Background: an optimization exercise with open tools, aiming at small area, a short achievable clock period and few clock cycles per item. Do not read the settings as production practice. Only simulation tests tie the RTL to the original design; equivalence was not proved. Power figures rest on the tool's default switching activity, not on a simulated workload.

<file path="design/flow/config.mk">
export PLATFORM = sky130hd
export DESIGN_NAME = oqke_top
export DESIGN_NICKNAME = oqke_top
export VERILOG_FILES = /design/flow/design.v
export SDC_FILE = /design/flow/constraint.sdc
export NUM_CORES = 4
export LEC_CHECK = 0
export CAP_MARGIN = 20
export CORE_MARGIN = 2
export CORE_UTILIZATION = 55
export CTS_CLUSTER_DIAMETER = 70
export CTS_CLUSTER_SIZE = 24
export PLACE_DENSITY = 0.7
export SETUP_SLACK_MARGIN = 2.5
export SLEW_MARGIN = 20
export TNS_END_PERCENT = 30
</file>
<file path="design/flow/constraint.sdc">
create_clock -name core_clock -period 5.0 [get_ports {clk}]
set_input_delay 1.0000 -clock core_clock [delete_from_list [all_inputs] [get_ports {clk}]]
set_output_delay 1.0000 -clock core_clock [all_outputs]
set_load 0.01 [all_outputs]
</file>
<file path="design/flow/design.v">
package oqke_pkg;
    localparam logic [2:0] OP_INSERT  = 3'd0;
    localparam logic [2:0] OP_SEARCH  = 3'd1;
    localparam logic [2:0] OP_MODIFY  = 3'd2;
    localparam logic [2:0] OP_DELETE  = 3'd3;
    localparam logic [2:0] OP_DISPLAY = 3'd4;
    localparam logic [1:0] ST_OK      = 2'd0;
    localparam logic [1:0] ST_MISSING = 2'd1;
    localparam logic [1:0] ST_EMPTY   = 2'd2;
    localparam logic [1:0] ST_FULL    = 2'd3;
    typedef struct packed {
        logic [2:0]         op;
        logic signed [31:0] key;
        logic signed [31:0] new_value;
    } request_t;
    typedef struct packed {
        logic [1:0]         status;
        logic signed [31:0] element;
        logic               last;
        logic [4:0]         entries_held;
    } result_t;
    typedef struct packed {
        logic capture;      
        logic write_tail;   
        logic write_first;  
        logic shift;        
        logic rotate;       
    } cell_cmd_t;
endpackage
module oqke_cell (
    input  logic               clk,
    input  logic               we,       
    input  logic               sh,       
    input  logic signed [31:0] wdata,
    input  logic signed [31:0] nbr,
    input  logic signed [31:0] cmp_key,
    input  logic               eq_w,     
    input  logic               eq_nbr,   
    input  logic               held,     
    output logic signed [31:0] entry,
    output logic               eq,       
    output logic               hit       
);
    logic hold;
    assign hold = !(we || sh);
    assign eq   = held && (entry == cmp_key);
    always_ff @(posedge clk)
    begin
        entry <= ({32{we}} & wdata) | ({32{sh}} & nbr) | ({32{hold}} & entry);
        hit   <= (we & eq_w) | (sh & eq_nbr) | (hold & eq);
    end
endmodule
module oqke_ctrl #(
    parameter int DEPTH = 16,
    parameter int CW    = 5
) (
    input  logic                  clk,
    input  logic                  rst_n,
    input  logic                  start,
    output logic                  busy,
    input  oqke_pkg::request_t    request,
    output oqke_pkg::result_t     result,
    output logic                  done,
    input  logic [DEPTH-1:0]      hit_reg,
    output logic [DEPTH-1:0]      held,
    input  logic signed [31:0]    head,
    output logic [DEPTH-1:0]      we,
    output logic [DEPTH-1:0]      sh,
    output logic signed [31:0]    key,
    output logic signed [31:0]    wdata,
    input  logic                  eq_head,
    output logic                  eq_w
);
    logic               va_r;
    logic [2:0]         opa_r;
    logic signed [31:0] keya_r;
    logic signed [31:0] nva_r;
    logic               vb_r;
    logic [2:0]         opb_r;
    logic signed [31:0] wdb_r;
    logic               insb_r, modb_r, delb_r, dispb_r;
    logic               eqx_r;       
    logic [CW-1:0]      count_r, count_next;
    logic [DEPTH-1:0]   hm_r, hm_next;       
    logic               disp_r;
    logic [CW-1:0]      dleft_r;
    logic               busy_r;
    logic               done_r;
    oqke_pkg::result_t  result_r, result_next;
    logic [DEPTH-1:0]   tail, lasth, hit, after, first;
    logic               any_hit, empty, full;
    logic               is_ins, is_mod, is_del, is_disp, is_other;
    logic               rot;
    logic [CW-1:0]      cur_rem;
    logic               take;
    assign take = start && !busy_r;
    assign held  = hm_r;
    assign tail  = ~hm_r & {hm_r[DEPTH-2:0], 1'b1};
    assign lasth = hm_r & ~{1'b0, hm_r[DEPTH-1:1]};
    assign hit     = hit_reg;
    assign any_hit = |hit;
    always_comb
    begin
        for (int i = 0; i < DEPTH; i++)
            after[i] = |(hit & DEPTH'((32'd1 << (i + 1)) - 32'd1));
    end
    assign first = hit & ~(after << 1);
    assign empty    = !hm_r[0];
    assign full     = hm_r[DEPTH-1];
    assign is_ins   = insb_r;
    assign is_mod   = modb_r;
    assign is_del   = delb_r;
    assign is_disp  = dispb_r;
    assign is_other = opb_r > oqke_pkg::OP_DISPLAY;
    assign rot     = (is_disp && !empty) || disp_r;
    assign cur_rem = disp_r ? dleft_r : count_r;
    assign wdata = rot ? head : wdb_r;
    assign key   = keya_r;
    assign eq_w  = rot ? eq_head : eqx_r;
    always_comb
    begin
        for (int i = 0; i < DEPTH; i++)
        begin
            we[i] = (is_ins && !full && tail[i]) || (is_mod && first[i]) || (rot && lasth[i]);
            sh[i] = (is_del && after[i]) || (rot && held[i] && !lasth[i]);
        end
    end
    always_comb
    begin
        count_next = count_r;
        hm_next    = hm_r;
        if (is_ins && !full)
        begin
            count_next = count_r + CW'(1);
            hm_next    = {hm_r[DEPTH-2:0], 1'b1};
        end
        else if (is_del && any_hit)
        begin
            count_next = count_r - CW'(1);
            hm_next    = {1'b0, hm_r[DEPTH-1:1]};
        end
    end
    always_comb
    begin
        result_next.element      = '0;
        result_next.last         = 1'b1;
        result_next.entries_held = 5'(count_next);
        if (opb_r == oqke_pkg::OP_INSERT)
            result_next.status = full ? oqke_pkg::ST_FULL : oqke_pkg::ST_OK;
        else if (is_other)
            result_next.status = oqke_pkg::ST_OK;
        else if (empty)
            result_next.status = oqke_pkg::ST_EMPTY;
        else if (!any_hit && opb_r != oqke_pkg::OP_DISPLAY)
            result_next.status = oqke_pkg::ST_MISSING;
        else
            result_next.status = oqke_pkg::ST_OK;
        if (rot)
        begin
            result_next.status  = oqke_pkg::ST_OK;
            result_next.element = head;
            result_next.last    = (cur_rem == CW'(1));
        end
    end
    always_ff @(posedge clk or negedge rst_n)
    begin
        if (!rst_n)
        begin
            va_r    <= 1'b0;
            vb_r    <= 1'b0;
            insb_r  <= 1'b0;
            modb_r  <= 1'b0;
            delb_r  <= 1'b0;
            dispb_r <= 1'b0;
            count_r <= '0;
            hm_r    <= '0;
            disp_r  <= 1'b0;
            busy_r  <= 1'b0;
            done_r  <= 1'b0;
        end
        else
        begin
            va_r    <= take;
            vb_r    <= va_r;
            insb_r  <= va_r && (opa_r == oqke_pkg::OP_INSERT);
            modb_r  <= va_r && (opa_r == oqke_pkg::OP_MODIFY);
            delb_r  <= va_r && (opa_r == oqke_pkg::OP_DELETE);
            dispb_r <= va_r && (opa_r == oqke_pkg::OP_DISPLAY);
            count_r <= count_next;
            hm_r    <= hm_next;
            disp_r  <= rot && (cur_rem != CW'(1));
            busy_r  <= (take && request.op == oqke_pkg::OP_DISPLAY)
                    || (va_r && opa_r == oqke_pkg::OP_DISPLAY && hm_next[2])
                    || (rot && cur_rem >= CW'(4));
            done_r  <= vb_r || disp_r;
        end
    end
    always_ff @(posedge clk)
    begin
        opa_r    <= request.op;
        keya_r   <= request.key;
        nva_r    <= request.new_value;
        opb_r    <= opa_r;
        wdb_r    <= (opa_r == oqke_pkg::OP_INSERT) ? keya_r : nva_r;
        eqx_r    <= (request.key == ((opa_r == oqke_pkg::OP_INSERT) ? keya_r : nva_r));
        dleft_r  <= cur_rem - CW'(1);
        result_r <= result_next;
    end
    assign busy   = busy_r;
    assign done   = done_r;
    assign result = result_r;
endmodule
module ordered_queue_with_key_edit #(
    parameter int DEPTH = 16
) (
    input  logic                clk,
    input  logic                rst_n,
    input  logic                start,
    output logic                busy,
    input  oqke_pkg::request_t  request,
    output oqke_pkg::result_t   result,
    output logic                done
);
    localparam int CW = $clog2(DEPTH + 1);
    logic [DEPTH-1:0]   eq, hit, we, sh, held;
    logic signed [31:0] key, wdata;
    logic               eq_w;
    logic signed [31:0] entry [DEPTH];
    oqke_ctrl #(
        .DEPTH (DEPTH),
        .CW    (CW)
    ) u_ctrl (
        .clk     (clk),
        .rst_n   (rst_n),
        .start   (start),
        .busy    (busy),
        .request (request),
        .result  (result),
        .done    (done),
        .hit_reg (hit),
        .held    (held),
        .head    (entry[0]),
        .we      (we),
        .sh      (sh),
        .key     (key),
        .wdata   (wdata),
        .eq_head (eq[0]),
        .eq_w    (eq_w)
    );
    for (genvar i = 0; i < DEPTH; i++)
    begin : g_cell
        localparam int N = (i == DEPTH - 1) ? i : i + 1;
        oqke_cell u_cell (
            .clk     (clk),
            .we      (we[i]),
            .sh      (sh[i]),
            .wdata   (wdata),
            .nbr     (entry[N]),
            .cmp_key (key),
            .eq_w    (eq_w),
            .eq_nbr  ((i == DEPTH - 1) ? 1'b0 : eq[N]),
            .held    (held[i]),
            .entry   (entry[i]),
            .eq      (eq[i]),
            .hit     (hit[i])
        );
    end
endmodule
module oqke_top (
    input  logic        clk,
    input  logic        rst_n,
    input  logic        start,
    output logic        busy,
    input  logic [2:0]  req_op,
    input  logic [31:0] req_key,
    input  logic [31:0] req_new_value,
    output logic [1:0]  res_status,
    output logic [31:0] res_element,
    output logic        res_last,
    output logic [4:0]  res_entries_held,
    output logic        done
);
    oqke_pkg::request_t request;
    oqke_pkg::result_t  result;
    assign request.op        = req_op;
    assign request.key       = req_key;
    assign request.new_value = req_new_value;
    ordered_queue_with_key_edit #(
        .DEPTH (16)
    ) u_queue (
        .clk     (clk),
        .rst_n   (rst_n),
        .start   (start),
        .busy    (busy),
        .request (request),
        .result  (result),
        .done    (done)
    );
    assign res_status       = result.status;
    assign res_element      = result.element;
    assign res_last         = result.last;
    assign res_entries_held = result.entries_held;
endmodule
</file>
<file path="design/flow/run.sh">
#!/bin/bash
# synth_recipe.tcl (not shown) runs the flow's synth.tcl, then flattens the netlist and writes it again
# the make line also repeats each setting of config.mk as NAME=value (left out here)
make -C /OpenROAD-flow-scripts/flow DESIGN_CONFIG=/design/flow/config.mk WORK_HOME=/design/flow/orfs CLKGATE_MAP_FILE= SYNTH_SCRIPT=/design/flow/synth_recipe.tcl finish
</file>
==> key figures, run 1 <==
Run status
  • Status: finished clean

Synth
  • Syn avg cell area: 9.66 µm²
  • Flops & latches, synth: approximately 710
  • Yosys top cell area share: a little over two fifths
  • Top cells by area, synth: dfxtp_1 (44%), a221o_1 (15%), xor2_1 (12%), nor2_1 (6.0%), xnor2_1 (3.6%)
  • Sequential area share after synthesis: between 40% and 50%
  • Mapped Nets: between 3000 and 4000
  • Synthesized instance count: roughly 3200
  • Top post-synthesis cells by count: dfxtp_1 (676), nor2_1 (494), a221o_1 (479)
  • Area of the mapped netlist: 31100 µm²
  • Yosys warns: 4
  • FFs w/ async S/R, synth: under 10%
  • Post-synth top area cell: dfxtp_1
  • Most common cell in the netlist: dfxtp_1
  • Netlist cell types: 63
  • Primary FF master, synth: dfxtp_1
  • Post-synth EDFFs: 0

Timing
  • Unrepaired setup endpoints after global routing: yes
  • Min cycle time layout: 2710 ps
  • Final Max Tran Viols: 0
  • Fin Setup TNS: 0 ps
  • Setup slack after layout: roughly 2300 ps
  • Hold slack: roughly 440 ps
  • Max Fclk: 0.369 GHz
  • Hold Vio Cnt, Final: 0
  • Final Skew: 26.4 ps
  • Slew HR: about a third
  • Fin crit share: about 54%
  • # setup viols final: 0
  • Worst-Margin Slew: a little under 1000 ps

Clock network
  • Worst-skew pair later-pin latency: slightly above 600 ps
  • Total CTS buffers: between 40 and 50
  • Hold-fix buffers, CTS: 0
  • Root Buffer: clkbuf_16
  • CTS tree: built
  • TritonCTS Sinks: about 710
  • Clk buf depth: 3
  • H-tree depth: 2
  • Clk slew on worst S/H paths: ~100 ps

Final layout
  • Final cell count without fillers: 4052
  • Nets: 3342
  • Layout area overhead: 17.4%
  • Largest reg by FF count: u_queue.g_cell.u_cell.entry
  • Final instance area: 36500 µm²
  • Layout cells sized above 1: approximately an eighth
  • Top Registers: u_queue.g_cell.u_cell.entry (512), u_queue.u_ctrl.result_r (40)
  • Core Util, Final: 65.0%
  • Max reg flops: 512

Critical path
  • Worst EP required: between 5000 and 6000 ps
  • WS Path Type: reg -> reg
  • Worst setup SP type: flop
  • WP data arrival: 3280 ps
  • Crit. End Element: flop
  • Worst-path fanout max: 40

Global routing
  • Total Routing Usage GR: a little over two fifths
  • Met1 GRT Util: about 57%
  • Met3 usage: between 10% and 20%
  • Largest net degree at the start of global routing: 41
  • Total gr overflow: 0
  • First-pass GRT wire length: between 150000 and 200000 µm
  • GRT met2 Usage: 59.3%
  • Busiest layer in global routing: met2
  • Initial antenna violation count: 5
  • Vias in the first global route: between 20000 and 30000

Floorplan
  • Area of the die: between 50000 and 60000 µm²
  • Die height: approximately 240 µm
  • Initial core utilization: 55.4%
  • Row count: just under 90
  • Num ports: around 110
  • Die Width: roughly 240 µm
  • Core area: around 56000 µm²

Power
  • Peak supply drop: around 0.36 mV
  • Combinational power share: 29.5%
  • Switch share: 37.2%
  • Total power draw: 17.0 mW
  • PD cells: around 460 nW/µm²
  • Sequential Power Share: roughly 48%
  • Clk pwr share: about 22%
  • Psw: around 6.3 mW
  • Leak: about 15 nW
  • Pint: approximately 11 mW

Route
  • Post-route ant nets: 0
  • Initial drt markers: ~4400
  • Final WL: 132000 µm
  • Via Count: between 20000 and 30000
  • Drt drc: 0
  • Vias per inst: ~7
  • Pre-antenna DRT Iters: 6
  • WL/cell: roughly 33 µm

Placed design
  • Placed insts: between 3000 and 4000
  • Dpl ws: about 1600 ps
  • Final GP Congestion: a little under 1
  • Final HPWL DP: between 80000 and 90000 µm
  • Dpl cell area: ~33000 µm²
  • # port buffers: about 110

Flow run
  • Max Cap Violations: 0

Worst hold path
  • Hold Path Class: reg -> reg
## cells by family after synthesis
group                      synth area share, %
adders and majority gates                0.201
xor gates and xnor gates                  15.5
AOI/OAI and AO/OA                         20.1
buffers and inverters                     4.22
and+or+nand+nor                           13.4
muxes                                    0.684
DFF                                       45.9
## final timing paths
path	start	end	slack, ps	depth (start not counted)
setup / recovery	u_queue.u_ctrl.opa_r[2]$_DFF_P_	u_queue.u_ctrl.eqx_r$_DFF_P_	2290	7
hold / removal	u_queue.u_ctrl.opa_r[2]$_DFF_P_	u_queue.u_ctrl.opb_r[2]$_DFF_P_	440	0
setup reg to reg	u_queue.u_ctrl.opa_r[2]$_DFF_P_	u_queue.u_ctrl.eqx_r$_DFF_P_	2290	7
hold reg to reg	u_queue.u_ctrl.opa_r[2]$_DFF_P_	u_queue.u_ctrl.opb_r[2]$_DFF_P_	440	0
max in group asynchronous	rst_n	u_queue.u_ctrl.hm_r[8]$_DFFE_PN0P_	3840	2
min in group asynchronous	rst_n	u_queue.u_ctrl.vb_r$_DFF_PN0_	790	2
## worst max-delay path: stages (launching register included)
cell and delay (ps):
dfxtp_1 380, or3_1 420, buf_8 200, mux2_2 360, xnor2_4 390, nand4_1 250, nor4b_2 410, and4_1 250
## cell usage in the layout (no fill, tap or decap), drive strengths merged, types with 7 or more instances in the layout
cell | synthesis | routed
nand4 | 45 | 45
clkinv | 0 | 11
a221o | 479 | 479
nand2 | 116 | 116
o221ai | 10 | 10
nand2b | 11 | 11
nor2 | 494 | 494
mux2i | 19 | 19
a32o | 7 | 7
o2bb2ai | 35 | 35
clkbuf | 255 | 51
o21ai | 39 | 39
xnor2 | 129 | 129
a31oi | 13 | 14
dfxtp | 676 | 676
dfrtp | 30 | 30
a21oi | 47 | 47
xor2 | 420 | 420
o22ai | 8 | 8
buf | 41 | 180
nor4 | 106 | 106
and2 | 37 | 37
nor3 | 27 | 27
clkdlybuf4s50 | 0 | 111
and3 | 8 | 9
inv | 39 | 47
nand3 | 39 | 39
nor2b | 11 | 11
nor4b | 7 | 7
## metal layers
layer	wire [µm]	part of all wire, %	vias to the layer above
li1	-	-	11800
met1	49100	37	13700
met2	52000	39	2430
met3	20700	16	546
met4	10100	7.6	4
met5	30	0.023	-
## final cells by class
cell class | instances | area (µm²)
inverters | 39 | 149
well taps | 756 | 946
clock inverters | 22 | 180
repair buffers | 295 | 3260
multi-input cells | 2184 | 16500
diodes | 1 | 2.50
fillers | 4448 | 19700
clock buffers | 49 | 1140
flip-flops and latches | 706 | 14400
## what timing repair did
action,in CTS,in global routing
resized for setup,85,99
cloned,2,8
setup buffers,55,28
pin swaps,5,10
endpoints found under the setup margin,575,553
## power by group through the flow
stage | Combinational (mW) | Clock (mW) | Sequential (mW)
global route | 5.19 | 3.97 | 8.20
finish | 5.01 | 3.78 | 8.19
floorplan | 2.73 | 0 | 7.53
global placement | 4.07 | 0 | 8.14
CTS | 4.69 | 3.75 | 8.07
detailed placement | 4.17 | 0 | 8.15
Testbench counts, summed over its fixed seeds: cycles 8,870, requests 4,800.
==> run 2, diff against run 1 <==
--- a/design/flow/config.mk
+++ b/design/flow/config.mk
@@ -12,5 +12,5 @@
 export CTS_CLUSTER_SIZE = 24
 export PLACE_DENSITY = 0.7
-export SETUP_SLACK_MARGIN = 2.5
+export SETUP_SLACK_MARGIN = 2.2
 export SLEW_MARGIN = 20
-export TNS_END_PERCENT = 30
+export TNS_END_PERCENT = 5
==> key figures, run 2 <==
Run status
  • Status: finished clean

Global routing
  • Busiest layer in global routing: met2
  • GRT met2 Usage: 58.8%
  • Largest net degree at the start of global routing: 41
  • Initial antenna violation count: 4
  • Total Routing Usage GR: ~42%
  • Met3 usage: 15.3%
  • First-pass GRT wire length: ~180000 µm
  • Total gr overflow: 0
  • Vias in the first global route: 26200
  • Met1 GRT Util: between 50% and 60%

Critical path
  • WS Path Type: reg -> reg
  • Reg2Reg Setup Slack: a little under 2000 ps
  • Worst-path fanout max: 11
  • WP data arrival: around 3600 ps
  • FF-to-FF End: u_queue.g_cell[4].u_cell.hit$_DFF_P_
  • Crit. End Element: flop
  • FF-to-FF Start: u_queue.u_ctrl.keya_r[19]$_DFF_P_
  • Worst EP required: about 5600 ps
  • Cells on worst reg2reg path: 7
  • Worst setup SP type: flop

Floorplan
  • Die Width: 242 µm
  • Die height: roughly 240 µm
  • Num ports: roughly 110
  • Area of the die: 58500 µm²
  • Core area: 56200 µm²
  • Initial core utilization: 55.4%
  • Row count: a little under 90

Synth
  • Syn avg cell area: a little under 10 µm²
  • Area of the mapped netlist: just over 30000 µm²
  • Flops & latches, synth: between 700 and 800
  • Top cells by area, synth: dfxtp_1 (44%), a221o_1 (15%), xor2_1 (12%), nor2_1 (6.0%), xnor2_1 (3.6%)
  • Yosys top cell area share: 43.5%
  • Most common cell in the netlist: dfxtp_1
  • Synthesized instance count: between 3000 and 4000
  • Top post-synthesis cells by count: dfxtp_1 (676), nor2_1 (494), a221o_1 (479)
  • Sequential area share after synthesis: approximately 46%
  • Primary FF master, synth: dfxtp_1
  • Post-synth EDFFs: 0
  • Mapped Nets: roughly 3300
  • FFs w/ async S/R, synth: 4.25%
  • Yosys warns: 4
  • Post-synth top area cell: dfxtp_1
  • Netlist cell types: 63

Final layout
  • Most frequent cells in the layout: dfxtp_1 (657), nor2_1 (493), a221o_1 (479)
  • Largest reg by FF count: u_queue.g_cell.u_cell.entry
  • Layout cells sized above 1: about a tenth
  • Filler cell count: 4604
  • Top Registers: u_queue.g_cell.u_cell.entry (512), u_queue.u_ctrl.result_r (40)
  • Nets: roughly 3300
  • Max reg flops: between 500 and 600
  • Layout area overhead: 13.9%
  • Most common cell after layout, fill and taps aside: dfxtp_1

Timing
  • Final Max Tran Viols: 0
  • Worst-Margin Slew: roughly 1100 ps
  • Slew HR: a little under 30%
  • Fin crit share: between 60% and 70%
  • Min cycle time layout: just over 3000 ps
  • Final Skew: 27.3 ps
  • Unrepaired setup endpoints after global routing: yes
  • Hold slack: between 400 and 500 ps
  • Fin Setup TNS: 0 ps
  • Max Fclk: roughly 0.33 GHz
  • Hold Vio Cnt, Final: 0
  • # setup viols final: 0

Power
  • PD cells: 471 nW/µm²
  • Psw: roughly 6.2 mW
  • Clk pwr share: 22.7%
  • Combinational power share: 28.2%
  • Switch share: 37.2%
  • Sequential Power Share: between 40 and 50%
  • Pint: between 10 and 15 mW
  • Peak supply drop: 0.336 mV
  • Leak: about 14 nW
  • Total power draw: between 15 and 20 mW

Placed design
  • Final HPWL DP: around 86000 µm
  • Final GP Congestion: between 0.9 and 1
  • # port buffers: roughly 110

Clock network
  • CTS tree: built
  • Clk buf depth: 3
  • Total CTS buffers: about 40
  • Root Buffer: clkbuf_16
  • Clk slew on worst S/H paths: around 100 ps
  • H-tree depth: 2
  • TritonCTS Sinks: slightly above 700
  • Worst-skew pair later-pin latency: 620 ps
  • Hold-fix buffers, CTS: 0

Worst hold path
  • Hold Path Class: reg -> reg
  • Sink of the worst hold path: u_queue.u_ctrl.opb_r[1]$_DFF_P_
  • Worst Hold Depth: 0
  • Hold path startpoint: u_queue.u_ctrl.opa_r[1]$_DFF_P_

Route
  • Post-route ant nets: 0
  • Final WL: between 100000 and 150000 µm
  • Vias per inst: roughly 7
  • Via Count: between 20000 and 30000
  • Initial drt markers: 4326
  • Drt drc: 0
  • WL/cell: between 30 and 40 µm
  • Pre-antenna DRT Iters: 8

Flow run
  • Max Cap Violations: 0
run 2: metrics by stage:
step	area [µm²]	worst slack (ps)	utilization [%]	cells
floorplan	31100	2580	-	3218
global placement	33200	1710	59.1	3886
detailed placement	33200	1570	59.2	3887
CTS	34600	1960	61.7	3960
global route	35400	1980	63.1	4000
finish	35400	1940	63.1	4002
run 2: worst max path at each step:
stage | startpoint | endpoint | slack (ps) | depth (start not counted)
after floorplan | u_queue.g_cell[8].u_cell.hit$_DFF_P_ | u_queue.g_cell[15].u_cell.entry[1]$_DFF_P_ | 2580 | 8
after global placement | u_queue.g_cell[0].u_cell.hit$_DFF_P_ | u_queue.g_cell[15].u_cell.entry[5]$_DFF_P_ | 1710 | 6
after detailed placement | u_queue.g_cell[0].u_cell.hit$_DFF_P_ | u_queue.g_cell[15].u_cell.entry[31]$_DFF_P_ | 1570 | 6
after CTS | u_queue.u_ctrl.hm_r[0]$_DFFE_PN0P_ | u_queue.g_cell[7].u_cell.entry[20]$_DFF_P_ | 1960 | 7
after global routing | u_queue.g_cell[9].u_cell.hit$_DFF_P_ | u_queue.u_ctrl.busy_r$_DFF_PN0_ | 1980 | 7
final | u_queue.u_ctrl.keya_r[19]$_DFF_P_ | u_queue.g_cell[4].u_cell.hit$_DFF_P_ | 1940 | 7
run 2: worst max-delay path, cell delays in order, from the launching register on:
cell,delay [ps]
dfxtp_1,820
buf_4,450
xor2_1,170
nor4_1,360
nand4_1,140
nor4_1,740
a22oi_1,180
o21ai_1,110
run 2: routing by layer:
| layer | wire, µm | vias to the layer above |
|---|---|---|
| met5 | 0 | - |
| met1 | 48500 | 13500 |
| met2 | 50900 | 2295 |
| li1 | - | 11700 |
| met3 | 19600 | 475 |
| met4 | 9360 | 0 |
run 2: cell families after synthesis:
family,synth area share [%]
muxes,0.684
xor gates and xnor gates,15.5
AOI/OAI and AO/OA,20.1
and+or+nand+nor,13.4
buffers and inverters,4.22
adders and majority gates,0.201
DFF,45.9
run 2: cell type report:
class | instances | area (µm²) | share of cell area [%]
Antenna cell | 2 | 5.00 | 0.0141
Timing Repair Buffer | 250 | 2530 | 7.13
Sequential cell | 706 | 14300 | 40.4
Clock buffer | 49 | 1140 | 3.22
Multi-Input combinational cell | 2178 | 16200 | 45.6
Tap cell | 756 | 946 | 2.67
Inverter | 39 | 146 | 0.413
Clock inverter | 22 | 180 | 0.508
run 2: power groups by stage:
stage | sequential (mW) | clock [mW] | combinational [mW]
after global routing | 8.21 | 3.97 | 4.90
after global placement | 8.14 | 0 | 4.07
final | 8.19 | 3.79 | 4.71
after CTS | 8.06 | 3.75 | 4.22
after detailed placement | 8.15 | 0 | 4.17
after floorplan | 7.53 | 0 | 2.73
run 2: timing repair:
item | in CTS | in global routing
setup buffers | 2 | 36
pin swaps | 0 | 2
hold endpoints to repair | 0 | 0
gates cloned | 0 | 2
resized for setup | 18 | 33
endpoints found under the setup margin | 504 | 545
==> run 3, diff against run 2 <==
--- a/design/flow/config.mk
+++ b/design/flow/config.mk
@@ -12,5 +12,5 @@
 export CTS_CLUSTER_SIZE = 24
 export PLACE_DENSITY = 0.7
-export SETUP_SLACK_MARGIN = 2.2
+export SETUP_SLACK_MARGIN = 2.65
 export SLEW_MARGIN = 20
-export TNS_END_PERCENT = 5
+export TNS_END_PERCENT = 10
==> key figures, run 3 <==
Run status
  • Status: finished clean

Power
  • Peak supply drop: 0.346 mV
  • Total power draw: 16.8 mW
  • PD cells: 454 nW/µm²
  • Leak: ~15 nW

Route
  • Via Count: 28700
  • Drt drc: 0
  • Final WL: between 100000 and 150000 µm
  • Vias per inst: between 7 and 8
  • WL/cell: between 30 and 40 µm
  • Pre-antenna DRT Iters: 6
  • Initial drt markers: ~4800
  • Post-route ant nets: 0

Final layout
  • Layout area overhead: 19.2%
  • Largest reg by FF count: u_queue.g_cell.u_cell.entry
  • Most common cell after layout, fill and taps aside: dfxtp_1
  • Most frequent cells in the layout: dfxtp_1 (645), nor2_1 (492), a221o_1 (479)
  • Layout cells sized above 1: around 14%
  • Top Registers: u_queue.g_cell.u_cell.entry (512), u_queue.u_ctrl.result_r (40)
  • Nets: roughly 3400
  • Max reg flops: just over 500

Timing
  • # setup viols final: 0
  • Slew HR: 51.4%
  • Setup slack after layout: 2400 ps
  • Final Skew: 30.2 ps
  • Final Max Tran Viols: 0
  • Min cycle time layout: 2600 ps
  • Hold Vio Cnt, Final: 0
  • Worst-Margin Slew: ~730 ps
  • Fin crit share: 52.1%
  • Fin Setup TNS: 0 ps
  • Hold slack: between 400 and 500 ps
  • Max Fclk: approximately 0.38 GHz
  • Unrepaired setup endpoints after global routing: yes

Synth
  • Syn avg cell area: around 9.7 µm²
  • Most common cell in the netlist: dfxtp_1
  • Synthesized instance count: approximately 3200
  • FFs w/ async S/R, synth: about 4.2%
  • Top cells by area, synth: dfxtp_1 (44%), a221o_1 (15%), xor2_1 (12%), nor2_1 (6.0%), xnor2_1 (3.6%)
  • Sequential area share after synthesis: 45.9%
  • Yosys warns: 4
  • Flops & latches, synth: between 700 and 800
  • Post-synth top area cell: dfxtp_1
  • Area of the mapped netlist: approximately 31000 µm²
  • Netlist cell types: 63
  • Yosys top cell area share: 43.5%
  • Primary FF master, synth: dfxtp_1
  • Mapped Nets: 3293
  • Post-synth EDFFs: 0
  • Top post-synthesis cells by count: dfxtp_1 (676), nor2_1 (494), a221o_1 (479)

Critical path
  • Worst EP required: between 5000 and 6000 ps
  • Worst-path fanout max: 37
  • Cells on worst reg2reg path: 7
  • FF-to-FF End: u_queue.g_cell[15].u_cell.entry[6]$_DFF_P_
  • Reg2Reg Setup Slack: 2400 ps
  • WS Path Type: reg -> reg
  • Worst setup SP type: flop
  • WP data arrival: just over 3000 ps
  • Crit. End Element: flop
  • FF-to-FF Start: u_queue.g_cell[9].u_cell.hit$_DFF_P_

Placed design
  • Final GP Congestion: 0.997
  • Final HPWL DP: between 80000 and 90000 µm
  • Dpl ws: 1500 ps
  • # port buffers: ~110

Global routing
  • Total Routing Usage GR: 42.2%
  • Largest net degree at the start of global routing: between 40 and 50
  • Initial antenna violation count: 4
  • Vias in the first global route: around 27000
  • First-pass GRT wire length: between 150000 and 200000 µm
  • Total gr overflow: 0

Clock network
  • Root Buffer: clkbuf_16
  • Hold-fix buffers, CTS: 0
  • Total CTS buffers: 40
  • H-tree depth: 2
  • Worst-skew pair later-pin latency: roughly 630 ps
  • Clk buf depth: 3
  • CTS tree: built
  • Clk slew on worst S/H paths: approximately 100 ps
  • TritonCTS Sinks: 706

Worst hold path
  • Hold Path Class: reg -> reg
  • Worst Hold Depth: 0
  • Hold path startpoint: u_queue.u_ctrl.opa_r[1]$_DFF_P_
  • Sink of the worst hold path: u_queue.u_ctrl.opb_r[1]$_DFF_P_

Floorplan
  • Area of the die: just under 60000 µm²
  • Initial core utilization: between 50% and 60%
  • Die Width: about 240 µm
  • Row count: 87
  • Num ports: 112
  • Die height: approximately 240 µm
  • Core area: about 56000 µm²

Flow run
  • Max Cap Violations: 0
## run 3: worst max-delay path: stages, from the launching register on
cell and delay, ps:
dfxtp_4 380, or4_4 550, nor4_4 270, buf_4 180, a31oi_2 100, buf_4 300, or2_2 480, o2bb2ai_1 170
## run 3: kinds of logic after synthesis
logic type	Yosys count	share of synthesized area (%)
AND/OR/NAND/NOR	917	13.4
AO/OA/AOI/OAI	685	20.1
flip-flops	706	45.9
adder cells (fa/ha/maj)	5	0.201
buffers and inverters	335	4.22
XOR/XNOR	549	15.5
multiplexers	21	0.684
## run 3: timing repair
action | in CTS | in global routing
endpoints found under the hold margin | 0 | 0
pin swaps | 9 | 19
buffers inserted | 42 | 67
resized for setup | 92 | 174
endpoints found under the setup margin | 598 | 588
cloned | 3 | 7
## run 3: worst max-delay path by stage
stage                     slack [ps]  cells after the start                                     endpoint                            startpoint
after global placement          1550                      5  u_queue.g_cell[13].u_cell.entry[24]$_DFF_P_  u_queue.g_cell[4].u_cell.hit$_DFF_P_
after detailed placement        1500                      5  u_queue.g_cell[13].u_cell.entry[15]$_DFF_P_  u_queue.g_cell[4].u_cell.hit$_DFF_P_
final                           2400                      7   u_queue.g_cell[15].u_cell.entry[6]$_DFF_P_  u_queue.g_cell[9].u_cell.hit$_DFF_P_
after CTS                       2330                      8              u_queue.u_ctrl.busy_r$_DFF_PN0_  u_queue.g_cell[8].u_cell.hit$_DFF_P_
after global routing            2390                      7   u_queue.g_cell[15].u_cell.entry[1]$_DFF_P_  u_queue.g_cell[8].u_cell.hit$_DFF_P_
after floorplan                 2650                      8   u_queue.g_cell[15].u_cell.entry[1]$_DFF_P_  u_queue.g_cell[8].u_cell.hit$_DFF_P_
## run 3: layout make-up
class | count | area (µm²)
multi-input cells | 2181 | 16600
repair buffers | 342 | 3720
fillers | 4443 | 19100
flip-flops and latches | 706 | 14400
well taps | 756 | 946
diodes | 1 | 2.50
inverters | 39 | 149
clock buffers | 48 | 1110
clock inverters | 15 | 156
## run 3: power by group
part           internal, mW  switching [mW]
sequential             6.69            1.41
combinational          2.24            2.75
clock                  1.65            2.09
total                  10.6            6.25
## run 3: layer usage
layer  up-vias  GRT usage, %  share of wire, %
met1     13900          55.5                37
met2      2480          60.2                41
met4         4          27.2               7.4
met3       509          12.8                15
li1      11900             -                 -
met5         -             0             0.017
## run 3: stage by stage
| stage | area, µm² | util (%) | std cells |
|---|---|---|---|
| after global routing | 37100 | 66.0 | 4087 |
| after floorplan | 31100 | - | 3218 |
| after detailed placement | 33300 | 59.3 | 3905 |
| after global placement | 33300 | 59.3 | 3905 |
| after CTS | 35600 | 63.5 | 4013 |
| final | 37100 | 66.0 | 4088 |
==> run 4, diff against run 3 <==
==> design/flow/flow/run.sh (new file) <==
#!/bin/bash
set -o pipefail
export BUFFER_PORTS_ARGS="-buffer_cell sky130_fd_sc_hd__buf_2"
bash standard.sh > standard.log 2>&1
==> design/flow/standard.sh (new file) <==
#!/bin/bash
# synth_recipe.tcl (not shown) runs the flow's synth.tcl, then flattens the netlist and writes it again
# the make line also repeats each setting of config.mk as NAME=value (left out here)
make -C /OpenROAD-flow-scripts/flow DESIGN_CONFIG=/design/flow/config.mk WORK_HOME=/design/flow/orfs CLKGATE_MAP_FILE= SYNTH_SCRIPT=/design/flow/synth_recipe.tcl "${@:-finish}"
--- a/design/flow/config.mk
+++ b/design/flow/config.mk
@@ -8,8 +8,8 @@
 export CAP_MARGIN = 20
 export CORE_MARGIN = 2
-export CORE_UTILIZATION = 55
+export CORE_UTILIZATION = 62
 export CTS_CLUSTER_DIAMETER = 70
 export CTS_CLUSTER_SIZE = 24
-export PLACE_DENSITY = 0.7
+export PLACE_DENSITY = 0.75
 export SETUP_SLACK_MARGIN = 2.65
 export SLEW_MARGIN = 20
removed: design/flow/run.sh
==> key figures, run 4 <==
Power
  • Total power draw: about 17 mW
  • Leak: between 15 and 20 nW
  • Peak supply drop: between 0.4 and 0.5 mV
  • PD cells: about 460 nW/µm²

Synth
  • Post-synth top area cell: dfxtp_1
  • Synthesized instance count: between 3000 and 4000
  • FFs w/ async S/R, synth: 4.25%
  • Most common cell in the netlist: dfxtp_1
  • Synth Area in Compound Gates: 20.1%
  • Post-synthesis adder-cell area fraction: less than 1%
  • Mapped Nets: about 3300
  • Yosys top cell area share: a little over two fifths
  • Largest family of logic cells by synthesized area: compound AO/OA/AOI/OAI gates
  • Flops & latches, synth: a little over 700
  • Post-Synth Simple-Gate Area: around 13%
  • Top post-synthesis cells by count: dfxtp_1 (676), nor2_1 (494), a221o_1 (479)
  • Synth Area in XOR/XNOR: between 15 and 20%
  • Netlist cell types: 63
  • Post-synth EDFFs: 0
  • Mux cell area share after synthesis: less than 1%
  • Top cells by area, synth: dfxtp_1 (44%), a221o_1 (15%), xor2_1 (12%), nor2_1 (6.0%), xnor2_1 (3.6%)
  • Primary FF master, synth: dfxtp_1
  • Area of the mapped netlist: around 31000 µm²
  • Syn avg cell area: 9.66 µm²
  • Sequential area share after synthesis: between 40% and 50%
  • Yosys warns: 4

Final layout
  • Layout area overhead: 17.0%
  • Multi-input gate area: about 17000 µm²
  • Nets: 3402
  • Max reg flops: around 510
  • Filler cell count: 3524
  • Top Registers: u_queue.g_cell.u_cell.entry (512), u_queue.u_ctrl.result_r (40)
  • Seq. cell area: ~14000 µm²
  • Layout cells sized above 1: ~17%
  • Most frequent cells in the layout: dfxtp_1 (650), nor2_1 (493), a221o_1 (479)
  • Most common cell after layout, fill and taps aside: dfxtp_1
  • Largest reg by FF count: u_queue.g_cell.u_cell.entry

Timing
  • Unrepaired setup endpoints after global routing: yes
  • Hold slack: about 440 ps
  • Min cycle time layout: 2610 ps
  • Setup slack after layout: 2390 ps
  • Final Max Tran Viols: 0
  • Worst-Margin Slew: 1190 ps
  • Hold Vio Cnt, Final: 0
  • Max Fclk: around 0.38 GHz
  • Fin crit share: between 50% and 60%
  • Slew HR: between 10% and 20%
  • Fin Setup TNS: 0 ps
  • Final Skew: approximately 21 ps
  • # setup viols final: 0

Clock network
  • TritonCTS Sinks: slightly above 700
  • Root Buffer: clkbuf_16
  • Clk slew on worst S/H paths: around 90 ps
  • H-tree depth: 2
  • Total CTS buffers: 40
  • Clk buf depth: 3
  • Worst-skew pair later-pin latency: about 620 ps
  • CTS tree: built

Placed design
  • # port buffers: ~110
  • Final HPWL DP: 79500 µm
  • Final GP Congestion: around 1.0
  • Dpl ws: about 1500 ps

Worst hold path
  • Hold Path Class: reg -> reg

Route
  • Post-route ant nets: 0
  • Pre-antenna DRT Iters: 7
  • Initial drt markers: between 5000 and 6000
  • Drt drc: 0
  • Final WL: 128000 µm
  • Via Count: 29300
  • Vias per inst: roughly 7.3
  • WL/cell: about 32 µm

Floorplan
  • Initial core utilization: 62.4%
  • Area of the die: between 50000 and 60000 µm²
  • Die height: between 200 and 250 µm
  • Core area: around 50000 µm²
  • Num ports: approximately 110
  • Row count: 82
  • Die Width: 228 µm

Run status
  • Status: finished clean

Global routing
  • Largest net degree at the start of global routing: 41
  • Total Routing Usage GR: between 40% and 50%
  • Initial antenna violation count: 3
  • First-pass GRT wire length: 177000 µm
  • Vias in the first global route: roughly 27000
  • Total gr overflow: 0

Critical path
  • Worst-path fanout max: 24
  • WP data arrival: ~3200 ps
  • WS Path Type: reg -> reg
  • Largest stage delay on the critical path: between 400 and 500 ps
  • Worst EP required: approximately 5600 ps
  • Slowest-stage cell, CP: dfxtp_1
  • Crit. End Element: flop
  • Worst setup SP type: flop
  • Ordered cell list for the critical path: or3_4 > buf_4 > o21ai_0 > a222oi_1 > nor4b_2 > and4_1

Flow run
  • Max Cap Violations: 0
-- run 4: cell counts after synthesis --
No cell type changed its count.
-- run 4: cell type report --
type                            count  share of cell area, %
Sequential cell                   706                   39.5
Tap cell                          672                   2.31
Timing Repair Buffer              351                   8.92
Multi-Input combinational cell   2189                   45.4
Antenna cell                        1                0.00688
Clock inverter                     18                  0.537
Inverter                           39                  0.409
Clock buffer                       45                   2.89
-- run 4: metal layers --
| layer | up-vias | track usage, % | part of all wire, % | wire length, µm |
|---|---|---|---|---|
| li1 | 11900 | - | - | - |
| met1 | 13800 | 59.2 | 35 | 44700 |
| met2 | 2913 | 62.6 | 39 | 50500 |
| met3 | 658 | 16.5 | 17 | 22200 |
| met4 | 0 | 32.9 | 8.4 | 10800 |
| met5 | - | 0 | 0 | 0 |
-- run 4: what timing repair did --
item | CTS | global route
pin swaps | 13 | 17
buffers inserted | 40 | 86
resized for setup | 119 | 110
gates cloned | 11 | 10
setup endpoints to repair | 556 | 552
hold buffers | 0 | 0
-- run 4: worst max-delay path: cells and delay by family, from the launching register on --
family / cells / cell delay (ps)
buffers and inverters: 1 / 310
flip-flops: 1 / 470
AO/OA/AOI/OAI: 2 / 690
AND/OR/NAND/NOR: 3 / 1060
-- run 4: metrics by stage --
step	utilization, %	instances	cell area, µm²
floorplan	-	3218	31100
global placement	65.3	3810	32600
detailed placement	65.3	3810	32600
CTS	70.1	3924	35000
global route	72.9	4020	36400
finish	73.0	4021	36400
-- run 4: kinds of logic after synthesis --
kind of cell,Yosys count
adder cells (fa/ha/maj),5
XOR/XNOR,549
AND/OR/NAND/NOR,917
multiplexers,21
flip-flops,706
buffers and inverters,335
AO/OA/AOI/OAI,685
-- run 4: path summary, 6_finish.rpt --
kind                                                  from                                   to  slack (ps)  cells after the start
setup / recovery           u_queue.u_ctrl.opa_r[0]$_DFF_P_         u_queue.u_ctrl.eqx_r$_DFF_P_        2390                      6
hold / removal               u_queue.u_ctrl.vb_r$_DFF_PN0_      u_queue.u_ctrl.done_r$_DFF_PN0_         440                      1
setup reg to reg           u_queue.u_ctrl.opa_r[0]$_DFF_P_         u_queue.u_ctrl.eqx_r$_DFF_P_        2390                      6
hold reg to reg              u_queue.u_ctrl.vb_r$_DFF_PN0_      u_queue.u_ctrl.done_r$_DFF_PN0_         440                      1
max in group asynchronous                            rst_n  u_queue.u_ctrl.hm_r[15]$_DFFE_PN0P_        3940                      1
min in group asynchronous                            rst_n  u_queue.u_ctrl.count_r[1]$_DFF_PN0_         490                      1
-- run 4: power breakdown --
| part | leakage (nW) | total, mW | internal (mW) | switching, mW |
|---|---|---|---|---|
| clock network | 0.610 | 3.67 | 1.62 | 2.05 |
| registers | 5.94 | 8.12 | 6.69 | 1.43 |
| logic | 8.61 | 5.01 | 2.21 | 2.81 |
==> run 5, diff against run 4 <==
--- a/design/flow/config.mk
+++ b/design/flow/config.mk
@@ -8,8 +8,9 @@
 export CAP_MARGIN = 20
 export CORE_MARGIN = 2
-export CORE_UTILIZATION = 62
+export CORE_UTILIZATION = 55
 export CTS_CLUSTER_DIAMETER = 70
 export CTS_CLUSTER_SIZE = 24
-export PLACE_DENSITY = 0.75
+export GPL_TIMING_DRIVEN = 0
+export PLACE_DENSITY = 0.7
 export SETUP_SLACK_MARGIN = 2.65
 export SLEW_MARGIN = 20
==> key figures, run 5 <==
Run status
  • Status: finished clean

Floorplan
  • Core area: about 56000 µm²
  • Num ports: approximately 110
  • Die Width: roughly 240 µm
  • Initial core utilization: a little under three fifths
  • Die height: roughly 240 µm
  • Row count: between 80 and 90
  • Area of the die: just under 60000 µm²

Clock network
  • Total CTS buffers: 41
  • Root Buffer: clkbuf_16
  • Clk slew on worst S/H paths: around 100 ps
  • H-tree depth: 2
  • Hold-fix buffers, CTS: 0
  • CTS tree: built
  • TritonCTS Sinks: approximately 710
  • Clk buf depth: 3
  • Worst-skew pair later-pin latency: 640 ps

Route
  • Initial drt markers: around 5900
  • Vias per inst: about 7.2
  • Pre-antenna DRT Iters: 9
  • Post-route ant nets: 0
  • WL/cell: roughly 37 µm
  • Via Count: between 30000 and 40000
  • Final WL: between 150000 and 200000 µm
  • Drt drc: 0

Timing
  • Worst-Margin Slew: around 1000 ps
  • Max Fclk: 0.334 GHz
  • Hold Vio Cnt, Final: 0
  • Final Max Tran Viols: 0
  • Fin crit share: approximately three fifths
  • # setup viols final: 0
  • Unrepaired setup endpoints after global routing: yes
  • Fin Setup TNS: 0 ps
  • Final Skew: between 30 and 40 ps
  • Slew HR: between 30% and 40%
  • Setup slack after layout: approximately 2000 ps
  • Min cycle time layout: roughly 3000 ps
  • Hold slack: ~390 ps

Synth
  • Post-synth EDFFs: 0
  • Post-synth top area cell: dfxtp_1
  • Most common cell in the netlist: dfxtp_1
  • Area of the mapped netlist: a little over 30000 µm²
  • Primary FF master, synth: dfxtp_1
  • Mapped Nets: 3293
  • Flops & latches, synth: slightly above 700
  • Synthesized instance count: 3218
  • FFs w/ async S/R, synth: 4.25%
  • Top post-synthesis cells by count: dfxtp_1 (676), nor2_1 (494), a221o_1 (479)
  • Sequential area share after synthesis: roughly 46%
  • Top cells by area, synth: dfxtp_1 (44%), a221o_1 (15%), xor2_1 (12%), nor2_1 (6.0%), xnor2_1 (3.6%)
  • Syn avg cell area: approximately 9.7 µm²
  • Yosys top cell area share: 43.5%
  • Netlist cell types: 63
  • Yosys warns: 4

Flow run
  • Max Cap Violations: 0

Placed design
  • Final HPWL DP: 109000 µm
  • # port buffers: ~110
  • Dpl ws: 223 ps
  • Final GP Congestion: ~1.1

Critical path
  • FF-to-FF End: u_queue.u_ctrl.eqx_r$_DFF_P_
  • Worst EP required: 5560 ps
  • WS Path Type: reg -> reg
  • Worst setup SP type: flop
  • Crit. End Element: flop
  • WP data arrival: 3550 ps
  • Reg2Reg Setup Slack: between 2000 and 2500 ps
  • Cells on worst reg2reg path: 7
  • Worst-path fanout max: 7
  • FF-to-FF Start: u_queue.u_ctrl.opa_r[2]$_DFF_P_

Final layout
  • Max reg flops: around 510
  • Nets: ~3500
  • Most common cell after layout, fill and taps aside: dfxtp_1
  • Top Registers: u_queue.g_cell.u_cell.entry (512), u_queue.u_ctrl.result_r (40)
  • Layout cells sized above 1: roughly 18%
  • Most frequent cells in the layout: dfxtp_1 (666), nor2_1 (492), a221o_1 (479)
  • Largest reg by FF count: u_queue.g_cell.u_cell.entry
  • Filler cell count: approximately 4400
  • Seq. cell area: roughly 14000 µm²
  • Multi-input gate area: approximately 17000 µm²
  • Layout area overhead: 20.2%
  • Core Util, Final: 66.6%

Global routing
  • First-pass GRT wire length: approximately 210000 µm
  • Largest net degree at the start of global routing: 31
  • Vias in the first global route: about 28000
  • Initial antenna violation count: 9
  • Total Routing Usage GR: 51.0%
  • Total gr overflow: 0

Power
  • Peak supply drop: 0.382 mV
  • Leak: 15.6 nW
  • PD cells: roughly 470 nW/µm²

Worst hold path
  • Hold Path Class: in -> async
[run 5: cell types whose count changed in the layout (fill, tap and decap cells not counted), moves of 16 or more]
cell	previous run	this run
buf_12	48	13
clkbuf_1	3	96
clkbuf_4	0	37
buf_4	156	90
buf_6	21	58
clkbuf_2	0	40
dfxtp_1	650	666
buf_2	111	127
nor4_1	98	81
clkbuf_8	2	28
[run 5: critical path: stages, from the launching register on]
cell and delay, ps:
dfxtp_1 390, or3_1 390, clkbuf_2 260, mux2_2 360, xnor2_1 730, nand4_1 220
nor4b_1 300, and4_1 260
[run 5: power breakdown]
group | switching (mW) | total [mW] | internal (mW) | leakage [nW]
logic | 3.29 | 5.52 | 2.23 | 8.97
clock network | 2.19 | 3.91 | 1.72 | 0.653
registers | 1.48 | 8.18 | 6.69 | 5.94
total | 6.96 | 17.6 | 10.6 | 15.6
[run 5: worst max-delay path by stage]
stage                                               startpoint  slack (ps)  cells past startpoint                                         end
after floorplan           u_queue.g_cell[8].u_cell.hit$_DFF_P_        2650                      8  u_queue.g_cell[15].u_cell.entry[1]$_DFF_P_
after global placement      u_queue.u_ctrl.hm_r[0]$_DFFE_PN0P_        -120                      9   u_queue.g_cell[5].u_cell.entry[2]$_DFF_P_
after detailed placement    u_queue.u_ctrl.hm_r[0]$_DFFE_PN0P_         220                      9  u_queue.g_cell[1].u_cell.entry[29]$_DFF_P_
after CTS                     u_queue.u_ctrl.keya_r[8]$_DFF_P_        2210                      8        u_queue.g_cell[3].u_cell.hit$_DFF_P_
after global routing       u_queue.u_ctrl.hm_r[15]$_DFFE_PN0P_        1990                      9  u_queue.g_cell[1].u_cell.entry[11]$_DFF_P_
final                          u_queue.u_ctrl.opa_r[2]$_DFF_P_        2010                      7                u_queue.u_ctrl.eqx_r$_DFF_P_
[run 5: logic make-up (layout without fill, tap and decap cells)]
family          count (synthesis)  after routing  synth area share, %
other cells                     0              8                    0
fa+ha+maj                       5              5                0.201
flops                         706            706                 45.9
mux                            21             21                0.684
compound gates                685            685                 20.1
simple gates                  917            917                 13.4
xor+xnor                      549            549                 15.5
buf+inv                       335            614                 4.22
[run 5: layout make-up]
type / instances / share of cell area [%]
diodes: 8 / 0.0535
repair buffers: 210 / 4.29
clock inverters: 20 / 0.659
flip-flops and latches: 706 / 38.3
multi-input cells: 2177 / 44.7
plain buffers: 296 / 6.19
well taps: 756 / 2.53
inverters: 39 / 0.392
clock buffers: 49 / 2.90
[run 5: what timing repair did]
| item | CTS | global route |
|---|---|---|
| setup buffers | 47 | 32 |
| gates cloned | 8 | 3 |
| setup endpoints to repair | 602 | 565 |
| resized for setup | 404 | 322 |
| pin swaps | 15 | 26 |
[run 5: through the flow]
step	cells	area [µm²]	total power, mW
detailed placement	4094	32900	12.5
floorplan	3218	31100	10.3
CTS	4218	36200	16.8
global route	4253	37400	17.8
global placement	4085	32600	12.4
finish	4261	37400	17.6
[run 5: routing by layer]
metal / global-route usage [%] / vias up / wire length [µm]
li1: - / 12200 / -
met1: 64.8 / 14800 / 57200
met2: 67.7 / 3040 / 58900
met3: 25.9 / 778 / 27500
met4: 32.6 / 10 / 13000
met5: 0 / - / 235
==> run 6, diff against run 5 <==
--- a/design/flow/config.mk
+++ b/design/flow/config.mk
@@ -11,5 +11,4 @@
 export CTS_CLUSTER_DIAMETER = 70
 export CTS_CLUSTER_SIZE = 24
-export GPL_TIMING_DRIVEN = 0
 export PLACE_DENSITY = 0.7
 export SETUP_SLACK_MARGIN = 2.65
==> key figures, run 6 <==
Run status
  • Status: finished clean

Critical path
  • Ordered cell list for the critical path: or4_4 > or3_4 > nor2b_2 > a21o_1 > nor2_2 > buf_8 > a221o_1
  • Top delay family on crit path: simple AND/OR/NAND/NOR gates
  • Largest stage delay on the critical path: 560 ps
  • Worst EP required: approximately 5500 ps
  • WP data arrival: around 3000 ps
  • Worst-path fanout max: 32
  • Worst setup SP type: flop
  • Buf/Inv on CP: 1
  • WS Path Type: reg -> reg
  • Slowest-stage cell, CP: or4_4
  • Crit. End Element: flop

Timing
  • Max Fclk: ~0.4 GHz
  • Slew HR: 38.7%
  • Unrepaired setup endpoints after global routing: yes
  • Worst-Margin Slew: 909 ps
  • Fin crit share: just over 50%
  • Fin Setup TNS: 0 ps
  • Final Skew: roughly 38 ps
  • Hold Vio Cnt, Final: 0
  • # setup viols final: 0
  • Min cycle time layout: between 2000 and 3000 ps
  • Final Max Tran Viols: 0

Power
  • Combinational power share: between 20 and 30%
  • Total power draw: approximately 17 mW
  • Pint: ~11 mW
  • Sequential Power Share: a little under half
  • Clk pwr share: between 20% and 30%
  • Leak: between 15 and 20 nW
  • Peak supply drop: between 0.4 and 0.5 mV
  • Psw: between 6 and 7 mW
  • PD cells: around 460 nW/µm²
  • Switch share: between 30% and 40%

Synth
  • Most common cell in the netlist: dfxtp_1
  • Netlist cell types: between 60 and 70
  • Yosys top cell area share: a little over two fifths
  • Synthesized instance count: between 3000 and 4000
  • Flops & latches, synth: between 700 and 800
  • Area of the mapped netlist: just over 30000 µm²
  • Sequential area share after synthesis: between 40 and 50%
  • Top post-synthesis cells by count: dfxtp_1 (676), nor2_1 (494), a221o_1 (479)
  • Post-synth EDFFs: 0
  • Syn avg cell area: just under 10 µm²
  • Mapped Nets: 3293
  • Post-synth top area cell: dfxtp_1
  • Top cells by area, synth: dfxtp_1 (44%), a221o_1 (15%), xor2_1 (12%), nor2_1 (6.0%), xnor2_1 (3.6%)
  • Primary FF master, synth: dfxtp_1
  • FFs w/ async S/R, synth: 4.25%
  • Yosys warns: 4

Global routing
  • Total gr overflow: 0
  • Largest net degree at the start of global routing: 39
  • Vias in the first global route: roughly 27000
  • First-pass GRT wire length: between 150000 and 200000 µm
  • Total Routing Usage GR: 42.6%
  • Initial antenna violation count: 2

Final layout
  • Most frequent cells in the layout: dfxtp_1 (645), nor2_1 (491), a221o_1 (479)
  • Layout area overhead: 17.4%
  • Final instance area: approximately 37000 µm²
  • Top Registers: u_queue.g_cell.u_cell.entry (512), u_queue.u_ctrl.result_r (40)
  • Most common cell after layout, fill and taps aside: dfxtp_1
  • Nets: approximately 3400
  • Largest reg by FF count: u_queue.g_cell.u_cell.entry
  • Layout cells sized above 1: between 15 and 20%
  • Max reg flops: 512

Floorplan
  • Die height: between 200 and 250 µm
  • Num ports: between 100 and 150
  • Area of the die: around 58000 µm²
  • Die Width: around 240 µm
  • Initial core utilization: roughly 55%
  • Core area: ~56000 µm²
  • Row count: between 80 and 90

Placed design
  • Dpl cell area: between 30000 and 40000 µm²
  • Final HPWL DP: around 85000 µm
  • Final GP Congestion: about 1.0
  • # port buffers: between 100 and 150

Clock network
  • Clk slew on worst S/H paths: about 90 ps
  • TritonCTS Sinks: ~710
  • H-tree depth: 2
  • Total CTS buffers: roughly 40
  • CTS tree: built
  • Root Buffer: clkbuf_16
  • Hold-fix buffers, CTS: 0
  • Clk buf depth: 3
  • Worst-skew pair later-pin latency: 630 ps

Route
  • Post-route ant nets: 0
  • Vias per inst: between 7 and 8
  • Drt drc: 0
  • WL/cell: 32.2 µm
  • Via Count: 29100
  • Final WL: approximately 130000 µm
  • Initial drt markers: about 5200
  • Pre-antenna DRT Iters: 6

Flow run
  • Max Cap Violations: 0

Worst hold path
  • Hold Path Class: in -> async
## run 6: changes by cell type in the layout (fill, tap and decap cells not counted), sizes merged, moves of 3 or more
cell / before / now
or2: 2 / 5
inv: 45 / 50
clkinv: 12 / 7
clkbuf: 254 / 53
diode: 8 / 1
buf: 299 / 335
## run 6: final timing paths
path	start	end	slack [ps]	cells after the start
worst max-delay path	u_queue.g_cell[8].u_cell.hit$_DFF_P_	u_queue.g_cell[14].u_cell.entry[11]$_DFF_P_	2430	7
worst min-delay path	rst_n	u_queue.u_ctrl.hm_r[13]$_DFFE_PN0P_	430	1
worst max register to register	u_queue.g_cell[8].u_cell.hit$_DFF_P_	u_queue.g_cell[14].u_cell.entry[11]$_DFF_P_	2430	7
worst min register to register	u_queue.u_ctrl.busy_r$_DFF_PN0_	u_queue.u_ctrl.va_r$_DFF_PN0_	440	1
max in group asynchronous	rst_n	u_queue.u_ctrl.disp_r$_DFF_PN0_	4050	1
min in group core_clock	u_queue.u_ctrl.busy_r$_DFF_PN0_	u_queue.u_ctrl.va_r$_DFF_PN0_	440	1
## run 6: stage by stage
step	utilization, %	std cells	setup slack (ps)	hold slack (ps)
finish	65.0	4099	2430	433
floorplan	-	3218	2650	386
global placement	58.2	3896	1530	423
global route	65.0	4098	2430	460
CTS	63.0	4032	2430	434
detailed placement	58.2	3896	1480	415
## run 6: final cells by class
class / instances / area [µm²]
Clock inverter: 21 / 226
Multi-Input combinational cell: 2187 / 16500
Sequential cell: 706 / 14400
Fill cell: 4430 / 19700
Timing Repair Buffer: 341 / 3150
Tap cell: 756 / 946
Inverter: 39 / 151
Clock buffer: 48 / 1120
Antenna cell: 1 / 2.50
## run 6: routing by layer
layer	GRT usage, %	vias up	wire, µm
met3	15.9	582	21400
li1	-	11900	-
met5	0	-	125
met4	25.7	4	9800
met2	58.7	2611	51900
met1	56.4	14000	48800
## run 6: cell families after synthesis
family / share of synthesized area, %
compound gates: 20.1
xor+xnor: 15.5
fa+ha+maj: 0.201
buf+inv: 4.22
flops: 45.9
mux: 0.684
simple gates: 13.4
## run 6: power by group through the flow
stage                     clock network (mW)  registers, mW  logic (mW)
after global placement                     0           8.08        4.01
after floorplan                            0           7.53        2.73
final                                   3.88           8.13        4.96
after CTS                               3.84           8.00        4.56
after detailed placement                   0           8.10        4.11
after global routing                    4.04           8.15        5.13
## run 6: what timing repair did
item	in CTS	in global routing
setup buffers	60	57
cloned	7	9
hold endpoints to repair	0	0
gates resized for setup	112	134
pin swaps	10	17
setup endpoints to repair	557	554
==> run 7, diff against run 6 <==
--- a/design/flow/config.mk
+++ b/design/flow/config.mk
@@ -12,5 +12,5 @@
 export CTS_CLUSTER_SIZE = 24
 export PLACE_DENSITY = 0.7
-export SETUP_SLACK_MARGIN = 2.65
+export SETUP_SLACK_MARGIN = 2.7
 export SLEW_MARGIN = 20
-export TNS_END_PERCENT = 10
+export TNS_END_PERCENT = 0
==> key figures, run 7 <==
Run status
  • Status: finished clean

Synth
  • Netlist cell types: 63
  • Yosys top cell area share: a little over two fifths
  • Post-synth top area cell: dfxtp_1
  • FFs w/ async S/R, synth: between 4 and 5%
  • Yosys warns: 4
  • Sequential area share after synthesis: between 40% and 50%
  • Area of the mapped netlist: roughly 31000 µm²
  • Synthesized instance count: ~3200
  • Syn avg cell area: ~9.7 µm²
  • Most common cell in the netlist: dfxtp_1
  • Mapped Nets: about 3300
  • Post-synth EDFFs: 0
  • Top post-synthesis cells by count: dfxtp_1 (676), nor2_1 (494), a221o_1 (479)
  • Top cells by area, synth: dfxtp_1 (44%), a221o_1 (15%), xor2_1 (12%), nor2_1 (6.0%), xnor2_1 (3.6%)
  • Flops & latches, synth: roughly 710
  • Primary FF master, synth: dfxtp_1

Critical path
  • FF-to-FF End: u_queue.g_cell[12].u_cell.hit$_DFF_P_
  • WS Path Type: reg -> reg
  • Crit path to: u_queue.g_cell[12].u_cell.hit$_DFF_P_
  • Worst setup SP type: flop
  • Crit path from: u_queue.u_ctrl.keya_r[19]$_DFF_P_
  • Crit. End Element: flop
  • WP data arrival: about 3100 ps
  • Worst EP required: 5550 ps
  • Reg2Reg Setup Slack: approximately 2400 ps
  • Worst-path fanout max: 11
  • Cells on worst reg2reg path: 7
  • FF-to-FF Start: u_queue.u_ctrl.keya_r[19]$_DFF_P_

Global routing
  • Initial antenna violation count: 2
  • Vias in the first global route: about 27000
  • Met1 GRT Util: about 56%
  • GRT met2 Usage: 59.2%
  • Total gr overflow: 0
  • First-pass GRT wire length: around 180000 µm
  • Busiest layer in global routing: met2
  • Total Routing Usage GR: between 40 and 50%
  • Largest net degree at the start of global routing: 47
  • Met3 usage: approximately 14%

Placed design
  • # port buffers: about 110
  • Dpl ws: roughly 1600 ps
  • Final HPWL DP: between 80000 and 90000 µm
  • Final GP Congestion: ~1.0

Floorplan
  • Initial core utilization: between 50% and 60%
  • Die height: about 240 µm
  • Die Width: ~240 µm
  • Area of the die: between 50000 and 60000 µm²
  • Row count: slightly below 90
  • Core area: 56200 µm²
  • Num ports: 112

Power
  • PD cells: between 400 and 500 nW/µm²
  • Peak supply drop: about 0.39 mV
  • Leak: 14.8 nW

Route
  • Final WL: 129000 µm
  • Via Count: around 29000
  • Vias per inst: ~7
  • Pre-antenna DRT Iters: 7
  • Initial drt markers: 4675
  • Post-route ant nets: 0
  • WL/cell: roughly 32 µm
  • Drt drc: 0

Timing
  • Worst-Margin Slew: 1130 ps
  • Max Fclk: approximately 0.39 GHz
  • Setup slack after layout: 2420 ps
  • Slew HR: a little under a quarter
  • Fin crit share: between 50% and 60%
  • Final Max Tran Viols: 0
  • Fin Setup TNS: 0 ps
  • # setup viols final: 0
  • Unrepaired setup endpoints after global routing: yes
  • Min cycle time layout: 2580 ps
  • Final Skew: between 30 and 40 ps
  • Hold Vio Cnt, Final: 0

Final layout
  • Most frequent cells in the layout: dfxtp_1 (644), nor2_1 (493), a221o_1 (479)
  • Core Util, Final: 63.7%
  • Layout area overhead: 15.1%
  • Largest reg by FF count: u_queue.g_cell.u_cell.entry
  • Max reg flops: 512
  • Layout cells sized above 1: between 10% and 20%
  • Most common cell after layout, fill and taps aside: dfxtp_1
  • ANT cells: 0
  • Top Registers: u_queue.g_cell.u_cell.entry (512), u_queue.u_ctrl.result_r (40)
  • Nets: around 3300

Worst hold path
  • Hold Path Class: reg -> reg
  • Worst Hold Depth: 0

Clock network
  • Worst-skew pair later-pin latency: around 630 ps
  • Clk slew on worst S/H paths: 100 ps
  • Total CTS buffers: 41
  • Root Buffer: clkbuf_16
  • TritonCTS Sinks: ~710
  • CTS tree: built
  • Clk buf depth: 3
  • H-tree depth: 2

Flow run
  • Max Cap Violations: 0
run 7: kinds of logic after synthesis:
kind of cell | count (synthesis) | share of synthesized area, %
AO/OA/AOI/OAI | 685 | 20.1
XOR/XNOR | 549 | 15.5
adder cells (fa/ha/maj) | 5 | 0.201
buffers and inverters | 335 | 4.22
flip-flops | 706 | 45.9
multiplexers | 21 | 0.684
AND/OR/NAND/NOR | 917 | 13.4
run 7: final cells by class:
class | instances | area, µm²
clock buffer | 52 | 1150
clock inverter | 18 | 238
fill | 4536 | 20400
inverter | 39 | 146
multi-input combinational | 2181 | 16400
sequential | 706 | 14400
tap | 756 | 946
timing repair buffer | 285 | 2560
run 7: metal layers:
metal / share of wire (%) / vias up
met5: 0 / -
met4: 7.1 / 0
met3: 15 / 532
met2: 40 / 2468
met1: 37 / 13900
li1: - / 11800
run 7: through the flow:
stage / power [mW] / hold WS, ps / cells / cell area (µm²)
after global placement: 12.1 / 420 / 3887 / 32700
final: 17.0 / 419 / 4037 / 35800
after CTS: 16.5 / 432 / 4019 / 35500
after global routing: 17.3 / 431 / 4037 / 35800
after floorplan: 10.3 / 386 / 3218 / 31100
after detailed placement: 12.2 / 427 / 3887 / 32700
run 7: worst min path at each step:
stage                                            to                            start
finish              u_queue.u_ctrl.opb_r[1]$_DFF_P_  u_queue.u_ctrl.opa_r[1]$_DFF_P_
global route        u_queue.u_ctrl.opb_r[1]$_DFF_P_  u_queue.u_ctrl.opa_r[1]$_DFF_P_
CTS                 u_queue.u_ctrl.opb_r[2]$_DFF_P_  u_queue.u_ctrl.opa_r[2]$_DFF_P_
detailed placement  u_queue.u_ctrl.opb_r[2]$_DFF_P_  u_queue.u_ctrl.opa_r[2]$_DFF_P_
global placement      u_queue.u_ctrl.va_r$_DFF_PN0_  u_queue.u_ctrl.busy_r$_DFF_PN0_
floorplan             u_queue.u_ctrl.vb_r$_DFF_PN0_    u_queue.u_ctrl.va_r$_DFF_PN0_
run 7: critical path, cell delays in order, from the launching register on:
cell,delay (ps)
dfxtp_2,730
buf_4,400
xor2_1,130
nor4_1,410
nand4_1,200
nor3_2,410
nand2_1,120
o221ai_1,80
run 7: power by group:
group / internal [mW] / leakage [nW] / switching [mW]
sequential: 6.69 / 5.94 / 1.48
clock: 1.81 / 0.682 / 2.15
combinational: 2.16 / 8.13 / 2.68
total: 10.7 / 14.8 / 6.31
run 7: timing repair:
action,CTS,global route
setup buffers,57,15
hold buffers,0,0
endpoints found under the setup margin,557,557
cloned,5,3
pin swaps,8,8
gates resized for setup,118,57

-- what the ideal ports hide --
The flow's constraints put no driver on any port. The routed layouts listed below were extracted and timed again, unchanged, in two steps.
Step 1 assumes that a clkbuf_16 drives the clock port and a buf_2 every other input.
Step 2 times the ports against the registers' clock, not the clock port: input delays grow and output delays shrink by t, the midpoint of the rising clock arrivals with the driver on.
a / b / c = ideal ports / drivers / drivers and shift; a / b = the first two.
run	t, ns	setup slack, ns	worst hold slack (ns)	worst data-port slew with drivers (ns)
run 1	0.675	2.287 / 2.287 / 1.735	0.440 / 0.440 / 0.440	0.06
run 2	0.674	1.936 / 1.936 / 1.846	0.444 / 0.444 / 0.444	0.06
run 3	0.679	2.396 / 2.366 / 2.050	0.429 / 0.429 / 0.429	0.09
run 4	0.673	2.393 / 2.393 / 2.237	0.439 / 0.437 / 0.439	0.05
run 5	0.692	2.008 / 2.008 / 2.008	0.389 / 0.350 / 0.430	0.04
run 6	0.672	2.426 / 2.426 / 2.356	0.433 / 0.393 / 0.441	0.05
run 7	0.680	2.422 / 2.422 / 2.315	0.419 / 0.418 / 0.419	0.04
After both steps setup and hold are still met in every run listed. The setup slack of run 1, which loses most, moves by 0.000 ns with the drivers and by -0.552 ns with both steps.
